Background: an optimization exercise with open tools, aiming at small area, a short achievable clock period and few clock cycles per item. Do not read the settings as production practice.
Power figures rest on the tool's default switching activity, not on a simulated workload.

run A:
==> flow/design.v (excerpt) <==
module tlb_lru_random_replace_top(
	input  logic                 clk,
	input  logic                 arst_n,
	input  logic                 cfg_we,
	input  logic                 cfg_data,
	input  logic                 in_valid,
	output logic                 in_stall,
	input  tlbrr_pkg::in_item_t  in_data,
	output logic                 out_valid,
	input  logic                 out_stall,
	output tlbrr_pkg::out_item_t out_data
);
	logic                 acc;
	logic                 r_v;
	tlbrr_pkg::out_item_t r_data;
	tlbrr_ctrl u_ctrl (
		.clk       (clk),
		.arst_n    (arst_n),
		.in_valid  (in_valid),
		.in_stall  (in_stall),
		.acc       (acc),
		.r_v       (r_v),
		.r_data    (r_data),
		.out_valid (out_valid),
		.out_stall (out_stall),
		.out_data  (out_data)
	);
	tlbrr_datapath u_dp (
		.clk      (clk),
		.arst_n   (arst_n),
		.cfg_we   (cfg_we),
		.cfg_data (cfg_data),
		.acc      (acc),
		.in_data  (in_data),
		.r_v      (r_v),
		.r_data   (r_data)
	);
endmodule
export LEC_CHECK = 0
export CAP_MARGIN = 20
export CORE_MARGIN = 2
export CORE_UTILIZATION = 40
export CTS_CLUSTER_DIAMETER = 100
export CTS_CLUSTER_SIZE = 24
export SETUP_SLACK_MARGIN = 4.3
export SLEW_MARGIN = 20
create_clock -name core_clock -period 7.5 [get_ports {clk}]
run.sh (not shown) runs the stock make flow with config.mk's settings and CLKGATE_MAP_FILE= SYNTH_SCRIPT=/design/flow/synth_recipe.tcl, a recipe that flattens the netlist after the stock synthesis.
The following lists how run B was set up differently from run A:
# run A
export LEC_CHECK = 0
export CAP_MARGIN = 20
export CORE_MARGIN = 2
export CORE_UTILIZATION = 40
export CTS_CLUSTER_DIAMETER = 100
export CTS_CLUSTER_SIZE = 24
export SETUP_SLACK_MARGIN = 4.3
export SLEW_MARGIN = 20
create_clock -name core_clock -period 7.5 [get_ports {clk}]
# run B
export LEC_CHECK = 0
export CAP_MARGIN = 20
export CORE_MARGIN = 2
export CORE_UTILIZATION = 40
export SETUP_SLACK_MARGIN = 4.5
export SLEW_MARGIN = 20
create_clock -name core_clock -period 7.5 [get_ports {clk}]
==> results.txt <==
- Fmax: run B above run A
- Run B: full flow OK, the timing, design-rule and antenna checks passed
- Compared with run A, in run B worst endpoint data arrival time went down 0.28 ns, worst setup slack now sits higher, share of power burned in registers lower, gate count after technology mapping held steady.
### run B -> run C
# run B
export LEC_CHECK = 0
export CAP_MARGIN = 20
export CORE_MARGIN = 2
export CORE_UTILIZATION = 40
export SETUP_SLACK_MARGIN = 4.5
export SLEW_MARGIN = 20
create_clock -name core_clock -period 7.5 [get_ports {clk}]
# run C
export LEC_CHECK = 0
export CAP_MARGIN = 20
export CORE_MARGIN = 2
export CORE_UTILIZATION = 40
export CTS_CLUSTER_DIAMETER = 100
export CTS_CLUSTER_SIZE = 24
export SETUP_SLACK_MARGIN = 4.5
export SLEW_MARGIN = 60
create_clock -name core_clock -period 7.5 [get_ports {clk}]
--- outcome ---
Between run B and run C, combinational share of power is lower for run B, run C comes in above that.
Power per standard cell area (run B / run C): 1.18
For the multi-input combinational cell count, run C came in 0.52% lower than run B did.
Function was not checked in any run of this note: the RTL went through the layout flow alone.


Setup of build 27:
tlb_lru_random_replace_top, a different RTL version from the one above (not shown whole).
For scale: about 1000 flip-flops, about 48 I/O pins.
==> flow/config.mk <==
export PLATFORM = sky130hd
export DESIGN_NAME = tlb_lru_random_replace_top
export DESIGN_NICKNAME = tlb_lru_random_replace_top
export VERILOG_FILES = /design/flow/design.v
export SDC_FILE = /design/flow/constraint.sdc
export NUM_CORES = 4
export LEC_CHECK = 0
export CAP_MARGIN = 20
export CORE_MARGIN = 2
export CORE_UTILIZATION = 40
export CTS_CLUSTER_DIAMETER = 100
export CTS_CLUSTER_SIZE = 24
export PLACE_DENSITY = 0.75
export SETUP_SLACK_MARGIN = 4.5
export SLEW_MARGIN = 60
==> flow/constraint.sdc <==
create_clock -name core_clock -period 7.5 [get_ports {clk}]
set_input_delay 1.5000 -clock core_clock [delete_from_list [all_inputs] [get_ports {clk}]]
set_output_delay 1.5000 -clock core_clock [all_outputs]
set_load 0.01 [all_outputs]
Looking at the reports, build 27 completed the entire flow and the layout it produced met the timing, design-rule and antenna checks.
Relative to build 27, the following input files were edited for build 71:
Settings: a deleted PLACE_DENSITY that had been 0.75.
--- outcome ---
Looking at worst reg2reg path depth, build 71 sits above build 27.
Between build 71 and build 27, the difference in final wirelength is negligible.
Build 71 improves on build 27 in half-perimeter wire length of the detailed placement result.
NOTE detailed-route wire length per cell build 27->build 71 increased slightly
When the final numbers for build 71 and build 27 were put side by side, the routed length on met1 turned out to be smaller in build 27.
Count of placed standard cells in the final layout, fillers left out, build 71 and build 27: higher on build 27
What build 86 does differently from build 71 at the input level:
Settings: changing SETUP_SLACK_MARGIN from 4.5 to 4.6.
Results
- Worst-path cell with the longest stage delay = or4_4: build 71; worst-path cell with the longest stage delay = buf_6: build 86
- Summary: with build 71 as the reference, total power in build 86 moved up by a few percent.
- Relative to build 71, total clock buffers created by CTS has gone up in build 86.
- In the tables for build 86 and build 71, non-clock buffer count reads lower with build 71.
- Build 86 vs. build 71: final critical-path share of the clock period moved down; combinational power moved up; total cell area at the placement stage level; cell area after layout moved up.
- Setup WNS build 71 -> build 86: better
No run of this note included a check of the RTL's function; only the layout flow was run.


RTL: one of the versions met above, not the one the previous note started from.
Size in the first run: about 3100 cells after synthesis, about 1000 flip-flops, about 45000 µm² of cells after synthesis.
Design tlb_lru_random_replace_top, start of the top module:
module tlb_lru_random_replace_top(
	input  logic                 clk,
	input  logic                 arst_n,
	input  logic                 cfg_we,
	input  logic                 cfg_data,
	input  logic                 in_valid,
	output logic                 in_stall,
	input  tlbrr_pkg::in_item_t  in_data,
	output logic                 out_valid,
	input  logic                 out_stall,
	output tlbrr_pkg::out_item_t out_data
);
clock: 7.5 ns
lec_check: 0
cap_margin: 20
core_margin: 2
core_utilization: 40
cts_cluster_diameter: 100
cts_cluster_size: 24
setup_slack_margin: 4.5
slew_margin: 20
The baseline produced a clean layout.
==> next run, changes <==
- ABC_AREA: unset -> 1
- SLEW_MARGIN: 20 -> 60
Result: The changed run passed the timing, design-rule and antenna checks. Setup slack gets worse by 0.31 ns. Routed wire length goes up by roughly a tenth. Non-clock buffer count goes up by 193. Global-route usage goes up by 1.6 points. Synthesized cell count goes up by a quarter to a third. Clock power hardly moves. First-iteration DRC count goes up by about a fifth. Worst hold slack is about the same.
==> next run, changes <==
- ABC_AREA: 1 -> unset
- SETUP_SLACK_MARGIN: 4.5 -> 4.7
Result: The changed run completed with no timing, DRC or antenna violations. Clock power is about the same. Non-clock buffer count decreases by 43. Worst setup slack improved by 0.29 ns. Fmax is higher by roughly a tenth. Power came out lower by about a fifth. Final area drops slightly.
==> next run, changes <==
- CAP_MARGIN: 20 -> 40
- SETUP_SLACK_MARGIN: 4.7 -> 4.5
- SLEW_MARGIN: 60 -> 80
Result: Hold slack hardly moves. Cell count increases by a few percent. Sequential cell count is unchanged. Total power increases slightly. Clock skew increases by 0.0076 ns. Setup slack degrades by 0.081 ns. Non-clock buffer count increases by 287. Area after synthesis is unchanged. Wire length decreases by a few percent. Die area stays the same. Design area increases by a few percent.
No functional check of the RTL was part of any run of this note.

-- separate check: timing with driven ports --
Ports are ideal in the flow. The routed layouts listed here were re-timed in OpenROAD.
Step 1 (the two cells are an assumption about what drives the block):
set clk [get_ports {clk}]
set_driving_cell -lib_cell sky130_fd_sc_hd__clkbuf_16 $clk
set_driving_cell -lib_cell sky130_fd_sc_hd__buf_2 [delete_from_list [all_inputs] $clk]
Step 2 adds t to the input delays and takes it off the output delays; t is the mean of the earliest and latest rising clock arrival at the registers after step 1. Input paths then give back, and output paths get back, about the clock's delay inside the block.
a / b / c = ideal ports / drivers / drivers and shift; a / b = the first two.
| run | shift t [ns] | setup slack, ns | hold WS [ns] | latest minus earliest clock arrival (ns) | worst slew at a driven data input, ns |
|---|---|---|---|---|---|
| run A | 0.730 | 4.237 / 4.237 / 3.721 | 0.477 / 0.477 / 0.477 | 0.047 / 0.048 | 0.06 |
| run B | 0.774 | 4.406 / 4.406 / 3.763 | 0.458 / 0.458 / 0.458 | 0.069 / 0.069 | 0.06 |
| run C | 0.740 | 4.431 / 4.431 / 3.884 | 0.472 / 0.472 / 0.472 | 0.078 / 0.078 | 0.06 |
| build 27 | 0.724 | 4.442 / 4.442 / 3.922 | 0.471 / 0.471 / 0.471 | 0.049 / 0.049 | 0.06 |
| build 71 | 0.718 | 4.554 / 4.529 / 3.939 | 0.450 / 0.450 / 0.450 | 0.039 / 0.039 | 0.06 |
| build 86 | 0.742 | 4.595 / 4.571 / 3.904 | 0.443 / 0.443 / 0.443 | 0.067 / 0.068 | 0.06 |
| the first run of note 3 | 0.732 | 4.367 / 4.367 / 3.896 | 0.467 / 0.467 / 0.467 | 0.064 / 0.065 | 0.06 |
| the second run of note 3 | 0.730 | 4.052 / 4.052 / 3.814 | 0.469 / 0.469 / 0.469 | 0.077 / 0.076 | 0.09 |
| the third run of note 3 | 0.742 | 4.338 / 4.338 / 3.937 | 0.481 / 0.481 / 0.481 | 0.060 / 0.059 | 0.05 |
| the fourth run of note 3 | 0.746 | 4.257 / 4.257 / 3.918 | 0.482 / 0.482 / 0.482 | 0.065 / 0.065 | 0.06 |
After both steps setup and hold are still met in every run listed. The setup slack of build 86, which loses most, moves by -0.024 ns with the drivers and by -0.691 ns with both steps.
